What follows belongs to an exercise in optimizing a design on an open flow for small area, a short achievable clock period and few clock cycles per item; a production flow would make more cautious choices. Function not checked in this run: the RTL went through the layout flow alone. Power figures rest on the tool's default switching activity, not on a simulated workload.

File: flow/design.v
`timescale 1ns/10ps
`default_nettype none
module dt_coef_top (
    input  wire                   clk,
    input  wire                   rst_n,
    input  wire                   start,
    input  wire [64-1:0]   delta_t,
    output wire                   mul_req_valid,
    input  wire                   mul_req_ready,
    output wire [64-1:0]   mul_req_a,
    output wire [64-1:0]   mul_req_b,
    input  wire                   mul_resp_valid,
    output wire                   mul_resp_ready,
    input  wire [64-1:0]   mul_resp_y,
    output wire [64-1:0]   coef_delta_t2,
    output wire [64-1:0]   coef_dt2,
    output wire [64-1:0]   coef_half_dt2,
    output wire [64-1:0]   coef_three2_dt2,
    output wire [64-1:0]   coef_half_dt3,
    output wire [64-1:0]   coef_third_dt3,
    output wire [64-1:0]   coef_sixth_dt3,
    output wire [64-1:0]   coef_two3_dt3,
    output wire [64-1:0]   coef_quarter_dt4,
    output wire [64-1:0]   coef_sixth_dt4,
    output wire [64-1:0]   coef_twelfth_dt4,
    output wire [64-1:0]   coef_five12_dt4,
    output wire                   done,
    output wire                   valid
);
    reg  [63:0] ra;           
    reg  [63:0] rb;           
    reg  [63:0] xq;           
    reg  [62:0] dt2_q, half2_q, half3_q, third3_q, sixth3_q, two3_q;
    reg  [62:0] quart4_q, sixth4_q, twelf4_q;
    reg         k2_q;         
    reg         big_q;        
    reg         req_q;        
    reg         busy_q;       
    reg         drop_q;       
    reg         pend_q;       
    reg         fast_q;       
    reg  [3:0]  step;         
    reg         done_q;
    reg         valid_q;
    wire        take     = req_q & mul_req_ready;
    wire        held     = req_q & ~mul_req_ready;      
    wire        resp     = mul_resp_valid;
    wire        good     = resp & ~drop_q;
    wire        fresh    = start & ~held;               
    wire        stash    = start & held;
    wire        recopy   = resp & drop_q & pend_q;      
    wire        last     = (step == 4'd11);
    wire        fin      = good & last;
    wire [63:0] y        = mul_resp_y;
    wire [10:0] ye       = y[62:52];
    wire [10:0] ye_m1    = ye - 11'd1;
    wire [10:0] ye_m2    = ye - 11'd2;
    wire [10:0] ye_p1    = ye + 11'd1;
    reg  [3:0]  nstep;
    always @(*) begin
        if (step == 4'd15)
            nstep = 4'd0;
        else if (!fast_q)
            nstep = step + 4'd1;
        else begin
            case (step)
                4'd0:     nstep = 4'd2;
                4'd2:     nstep = 4'd4;
                4'd4: nstep = 4'd7;
                4'd7:     nstep = 4'd9;
                default:   nstep = 4'd11;
            endcase
        end
    end
    reg  [63:0] bnext;
    always @(*) begin
        case (nstep)
            4'd1,
            4'd3:  bnext = 64'h3fe0_0000_0000_0000;
            4'd4: bnext = 64'h3fd5_5555_5555_5555;
            4'd5,
            4'd9: bnext = 64'h3fc5_5555_5555_5555;
            4'd6:   bnext = 64'h3fe5_5555_5555_5555;
            4'd8: bnext = 64'h3fd0_0000_0000_0000;
            4'd10: bnext = 64'h3fb5_5555_5555_5555;
            4'd11: bnext = 64'h3fda_aaaa_aaaa_aaab;
            default:   bnext = xq;               
        endcase
    end
    wire ra_from_y = (step == 4'd0) | (step == 4'd2) | (step == 4'd7) |
                     (step == 4'd15) | last;
    wire [10:0] xe = xq[62:52];
    reg  [63:0] x2;
    always @(*) begin
        if (xe == 11'd0)
            x2 = {xq[63], xq[61:0], 1'b0};
        else if (xe == 11'h7ff)
            x2 = xq;
        else if (xe == 11'h7fe)
            x2 = {xq[63], 11'h7ff, 52'd0};
        else
            x2 = {xq[63], xe + 11'd1, xq[51:0]};
    end
    wire [10:0] pe   = dt2_q[62:52];
    wire [52:0] pm   = {pe != 11'd0, dt2_q[51:0]};
    wire [10:0] pe1  = (pe == 11'd0) ? 11'd1 : pe;
    wire [54:0] s3   = {pm, 1'b1} + {2'b00, pm} + {54'd0, k2_q};    
    wire [51:0] t_fr = big_q ? s3[53:2] : s3[52:1];
    wire        t_tie = k2_q ? (pm[1:0] == 2'b10) : pm[0];
    wire [10:0] t_ex = big_q ? pe1 + 11'd1 : (s3[53] ? pe1 : pe1 - 11'd1);
    wire        t_inf = (pe == 11'h7ff) | (big_q & (pe1 == 11'h7fe));
    wire [62:0] three2 = t_inf ? {11'h7ff, 52'd0} : {t_ex, t_fr[51:1], t_fr[0] & ~t_tie};
    always @(posedge clk) begin
        k2_q  <= (pm >= 53'h15555555555556);
        big_q <= (pm >= 53'h15555555555555);
    end
    always @(posedge clk or negedge rst_n) begin
        if (!rst_n) begin
            req_q   <= 1'b0;
            busy_q  <= 1'b0;
            drop_q  <= 1'b0;
            pend_q  <= 1'b0;
            done_q  <= 1'b0;
            valid_q <= 1'b0;
        end else begin
            if (take)
                busy_q <= 1'b1;
            else if (resp)
                busy_q <= 1'b0;
            if (fresh) begin
                drop_q <= (busy_q & ~resp) | take;
                req_q  <= ~((busy_q & ~resp) | take);
                pend_q <= 1'b0;
            end else begin
                if (stash)
                    pend_q <= 1'b1;
                else if (resp & drop_q)
                    pend_q <= 1'b0;
                if (take & pend_q)
                    drop_q <= 1'b1;
                else if (resp)
                    drop_q <= 1'b0;
                if (take)
                    req_q <= 1'b0;
                else if (resp & drop_q)
                    req_q <= 1'b1;
                else if (good)
                    req_q <= ~last;
            end
            if (start) begin
                done_q  <= 1'b0;
                valid_q <= 1'b0;
            end else begin
                done_q <= fin;
                if (fin)
                    valid_q <= 1'b1;
            end
        end
    end
    always @(posedge clk) begin
        if (start)
            fast_q <= (delta_t[62:52] >= 11'd773) && (delta_t[62:52] <= 11'd1273);
        if (fresh)
            step <= 4'd0;
        else if (recopy)
            step <= 4'd15;
        else if (good & ~last)
            step <= nstep;
    end
    always @(posedge clk) begin
        if (fresh)
            ra <= delta_t;
        else if (recopy)
            ra <= 64'h3ff0_0000_0000_0000;
        else if (good & ra_from_y)
            ra <= y;
        if (fresh)
            rb <= delta_t;
        else if (recopy)
            rb <= xq;
        else if (good)
            rb <= last ? {1'b0, three2} : bnext;
        if (start)
            xq <= delta_t;
        else if (good & (step == 4'd7))
            xq <= x2;
        if (good & (step == 4'd0))
            dt2_q <= y[62:0];
        if (good & ((step == 4'd0) | (step == 4'd1)))
            half2_q <= {fast_q ? ye_m1 : ye, y[51:0]};
        if (good & ((step == 4'd2) & fast_q | (step == 4'd3)))
            half3_q <= {fast_q ? ye_m1 : ye, y[51:0]};
        if (good & (step == 4'd4))
            third3_q <= y[62:0];
        if (good & ((step == 4'd4) & fast_q | (step == 4'd5)))
            sixth3_q <= {fast_q ? ye_m1 : ye, y[51:0]};
        if (good & ((step == 4'd4) & fast_q | (step == 4'd6)))
            two3_q <= {fast_q ? ye_p1 : ye, y[51:0]};
        if (good & ((step == 4'd7) & fast_q | (step == 4'd8)))
            quart4_q <= {fast_q ? ye_m2 : ye, y[51:0]};
        if (good & (step == 4'd9))
            sixth4_q <= y[62:0];
        if (good & ((step == 4'd9) & fast_q | (step == 4'd10)))
            twelf4_q <= {fast_q ? ye_m1 : ye, y[51:0]};
    end
    assign mul_req_valid    = req_q;
    assign mul_req_a        = ra;
    assign mul_req_b        = rb;
    assign mul_resp_ready   = 1'b1;
    assign coef_delta_t2    = xq;
    assign coef_dt2         = {1'b0, dt2_q};
    assign coef_half_dt2    = {1'b0, half2_q};
    assign coef_three2_dt2  = rb;
    assign coef_half_dt3    = {xq[63], half3_q};
    assign coef_third_dt3   = {xq[63], third3_q};
    assign coef_sixth_dt3   = {xq[63], sixth3_q};
    assign coef_two3_dt3    = {xq[63], two3_q};
    assign coef_quarter_dt4 = {1'b0, quart4_q};
    assign coef_sixth_dt4   = {1'b0, sixth4_q};
    assign coef_twelfth_dt4 = {1'b0, twelf4_q};
    assign coef_five12_dt4  = ra;
    assign done             = done_q;
    assign valid            = valid_q;
endmodule
`default_nettype wire
File: flow/run.sh
#!/bin/bash
# synth_recipe.tcl (not shown) runs the flow's synth.tcl, then flattens the netlist and writes it again
# the make line also repeats each setting of config.mk as NAME=value (left out here)
make -C /OpenROAD-flow-scripts/flow DESIGN_CONFIG=/design/flow/config.mk WORK_HOME=/design/flow/orfs CLKGATE_MAP_FILE= SYNTH_SCRIPT=/design/flow/synth_recipe.tcl finish
File: flow/constraint.sdc
create_clock -name core_clock -period 5.0 [get_ports {clk}]
set_input_delay 1.0000 -clock core_clock [delete_from_list [all_inputs] [get_ports {clk}]]
set_output_delay 1.0000 -clock core_clock [all_outputs]
set_load 0.01 [all_outputs]
File: flow/config.mk
export PLATFORM = sky130hd
export DESIGN_NAME = dt_coef_top
export DESIGN_NICKNAME = dt_coef_top
export VERILOG_FILES = /design/flow/design.v
export SDC_FILE = /design/flow/constraint.sdc
export NUM_CORES = 4
export LEC_CHECK = 0
export CAP_MARGIN = 20
export CORE_MARGIN = 2
export CORE_UTILIZATION = 35
export SLEW_MARGIN = 20
==> notes.md <==
-- sequential cells by signal (all words and copies together), names as in the netlist --
| register | cells |
|---|---|
| sixth3_q | 63 |
| pend_q | 1 |
| quart4_q | 63 |
| twelf4_q | 63 |
| half2_q | 63 |
| big_q | 1 |
| req_q | 1 |
| done_q | 1 |
| two3_q | 63 |
| third3_q | 63 |
| half3_q | 63 |
| valid_q | 1 |
| sixth4_q | 63 |
| fast_q | 1 |
| busy_q | 1 |
| rb | 64 |
| ra | 64 |
| k2_q | 1 |
| drop_q | 1 |
| xq | 64 |
| dt2_q | 63 |
| step | 4 |
-- power by group through the flow --
stage                     Clock [mW]  Sequential (mW)  Combinational (mW)
after floorplan                    0             9.51                4.24
final                           6.42             9.40                8.87
after global placement             0             9.52                8.84
after global routing            6.77             9.48                9.44
after CTS                       6.55             9.41                8.89
after detailed placement           0             9.52                8.84
-- synth_stat cells, drive strengths merged, types with 7 or more instances --
library cell / n
edfxtp: 760
nand2: 282
nor2: 195
o21ai: 174
buf: 165
a21oi: 147
ha: 118
clkbuf: 91
inv: 86
xnor2: 65
nor3: 37
a22o: 35
nand3: 34
nor4: 25
o22ai: 25
o31ai: 25
mux2i: 23
nand4: 22
nand2b: 21
nor2b: 20
xor2: 19
a31oi: 18
o221ai: 17
a211oi: 16
and3: 15
o211ai: 15
o21bai: 15
a221oi: 12
and2: 12
or2: 12
a21o: 11
or3: 11
o21a: 10
a211o: 7
nor3b: 7
or4: 7
-- worst paths after layout --
path	end	slack (ns)	startpoint	cells past startpoint
worst max-delay path	rb[60]	0.33	dt2_q[56]	14
worst min-delay path	busy_q	0.52	busy_q	2
worst max register to register	rb[60]	0.33	dt2_q[56]	14
worst min register to register	busy_q	0.52	busy_q	2
max in group asynchronous	done_q	4.19	rst_n	1
min in group asynchronous	valid_q	0.57	rst_n	1
-- per-stage QoR --
| stage | util [%] | hold slack [ns] |
|---|---|---|
| global route | 49.3 | 0.569 |
| CTS | 49.3 | 0.521 |
| floorplan | - | 0.472 |
| finish | 49.3 | 0.517 |
| global placement | 46.4 | 0.489 |
| detailed placement | 46.4 | 0.504 |
-- worst min-delay path: cells and delay by family (launching register included) --
| kind | cells | cell delay (ns) |
|---|---|---|
| DFF | 1 | 0.35 |
| and+or+nand+nor | 2 | 0.14 |
-- per-layer routing --
layer | vias to the layer above | part of all wire, % | track usage (%)
met1 | 13100 | 41 | 36.4
li1 | 11500 | - | -
met5 | - | 0.014 | 0
met2 | 1206 | 49 | 47.7
met4 | 4 | 2.4 | 7.67
met3 | 188 | 8.4 | 7.68
-- cell families (layout without fill, tap and decap cells) --
| kind of cell | Yosys count | after routing | share of synthesized area, % |
|---|---|---|---|
| xor+xnor | 84 | 84 | 2.13 |
| compound gates | 584 | 584 | 11.0 |
| simple gates | 711 | 711 | 9.51 |
| buf+inv | 342 | 1324 | 5.38 |
| flops | 772 | 772 | 66.8 |
| mux | 28 | 28 | 0.840 |
| other cells | 2 | 8 | 0.0217 |
| fa+ha+maj | 120 | 120 | 4.36 |
-- layout make-up --
cell class / instances / area share, %
multi-input combinational: 1533 / 20.2
antenna: 2 / 0.0103
clock inverter: 53 / 1.16
sequential: 772 / 47.7
timing repair buffer: 1080 / 22.3
inverter: 86 / 0.667
clock buffer: 105 / 4.68
tap: 1287 / 3.33
==> results.tsv <==
metric	value	unit
status	no timing/DRC/antenna violations	
synth_seq_cells	772	
critPathTopFamily	simple AND/OR/NAND/NOR gates	
nets	3813	
cts_tree	built	
worst_slack	0.329	ns
rsz0062_at_grt	no	
synth_edf_count	760	
post_layout_nonfiller_instances	4918	
cts-resized-gates	0	
fillers	8773	
drc_errors	0	
stdcell_area	48400	µm²
worst_slew_pin_slew	0.971	ns
initial_core_util	35.2	%
async_flop_share	0.777	%
multi_input_area	9760	µm²
grt_max_degree	70	
wl_per_cell	30.2	µm
fp-row-count	115	
crit_top_cell	or3_4	
post-cts-setup-buffers	0	
die-area	101000	µm²
crit_type	reg -> reg	
critPathBufInv	1	
ys.flop_type	edfxtp_1	
max-vdd-ir-drop	0.000334	V
worstHoldPathType	reg -> reg	
placed_area	45600	µm²
yosysTopAreaCell	edfxtp_1	
yosysTopAreaCellShare	66.0	%
power.density_cell_area	510	nW/µm²
dp_hpwl	110	mm
clock-sinks	772	
path_max_fanout	9	
slowest_stage	or4_1	
place_congestion	0.941	
p_clk_share	26.0	%
setup.worst_path.end_class	flop	
relSlewSlack	35.1	%
grt_pass1_wl	205	mm
cts_buffer_depth	3	
yosysWarnings	1	
skew	0.0326	ns
netlist_instances	2643	
drive_gt1_share	7.08	%
cap_violations	0	
synthTopCellsByArea	edfxtp_1, ha_1, buf_4	
synth.avg_cell_area	13.1	µm²
power	24.7	mW
place_ws	0.369	ns
cp-start-kind	flop	
cts.hold.buffers_added	0	
h-tree-depth	3	
power.internal	15.8	mW
cts.clk_slew.worst_paths	0.06	ns
p_leak	17.0	nW
die_w	318	µm
crit_required	5.52	ns
fin_crit_sh	93.4	%
die_height	318	µm
ctsRootBufferMaster	clkbuf_16	
synth_cell_types	98	
regArea	23100	µm²
routed_wl	148	mm
area_growth	40.0	%
io_pins	1033	
track_usage	28.5	%
fin_tns_setup	0	ns
core	98100	µm²
setup_violations	0	
firstDrtPassIters	7	
p_comb_share	35.9	%
placedCellCount	4758	
via_count	26100	
cp.arrival	5.19	ns
swShare	36.1	%
clkLatencyLatePin	0.69	ns
finalHoldViolCount	0	
ys_seq_area_share	66.8	%
p_seq_share	38.1	%
finalCriticalPeriod	4.67	ns
port_buffers	1026	
synth_area	34600	µm²
antenna_found_initial	11	
slowest_delay	0.58	ns
p_switching	8.92	mW
first_global_vias	25400	
crit_chain	or3_4, or3_4, nor2_2, and3_4, inv_2, ha_1, or4_1, nor3_2, nand3_1, o21ba_2, o211ai_2, nor4_2, mux2_4, a211oi_2	
timing.fmax	0.214	GHz
final_common_cell	clkdlybuf4s50_1	
cts_made_buffers	88	
initialDrtViolationCount	2450	
report.final.slew_viol_count	0	
layout_common_cells	clkdlybuf4s50_1, edfxtp_1, nand2_1	
antenna_left	0	
viasPerCell	5.30	
gr-total-overflow	0	

## separate check: timing with driven ports
How much do the figures lean on ideal ports? The routed layout below was timed once more, with nothing changed but the port constraints. Step 1 sets driving cells, clkbuf_16 on the clock port and buf_2 on the other inputs (assumed; they add their load-dependent delay and slew). Step 2 adds t to the input delays and takes it off the output delays; t is the mean of the earliest and latest rising clock arrival at the registers after step 1. Input paths then give back, and output paths get back, about the clock's delay inside the block. Slacks: ideal ports / drivers / drivers and shift; pairs: ideal ports / drivers.
shift t [ns]: 0.744
setup WS [ns]: 0.329 / 0.329 / 0.329
hold WS [ns]: 0.517 / 0.517 / 0.517
After both steps this run still meets setup and hold. For this run, drivers alone change the setup slack by 0.000 ns; drivers and shift together by 0.000 ns.
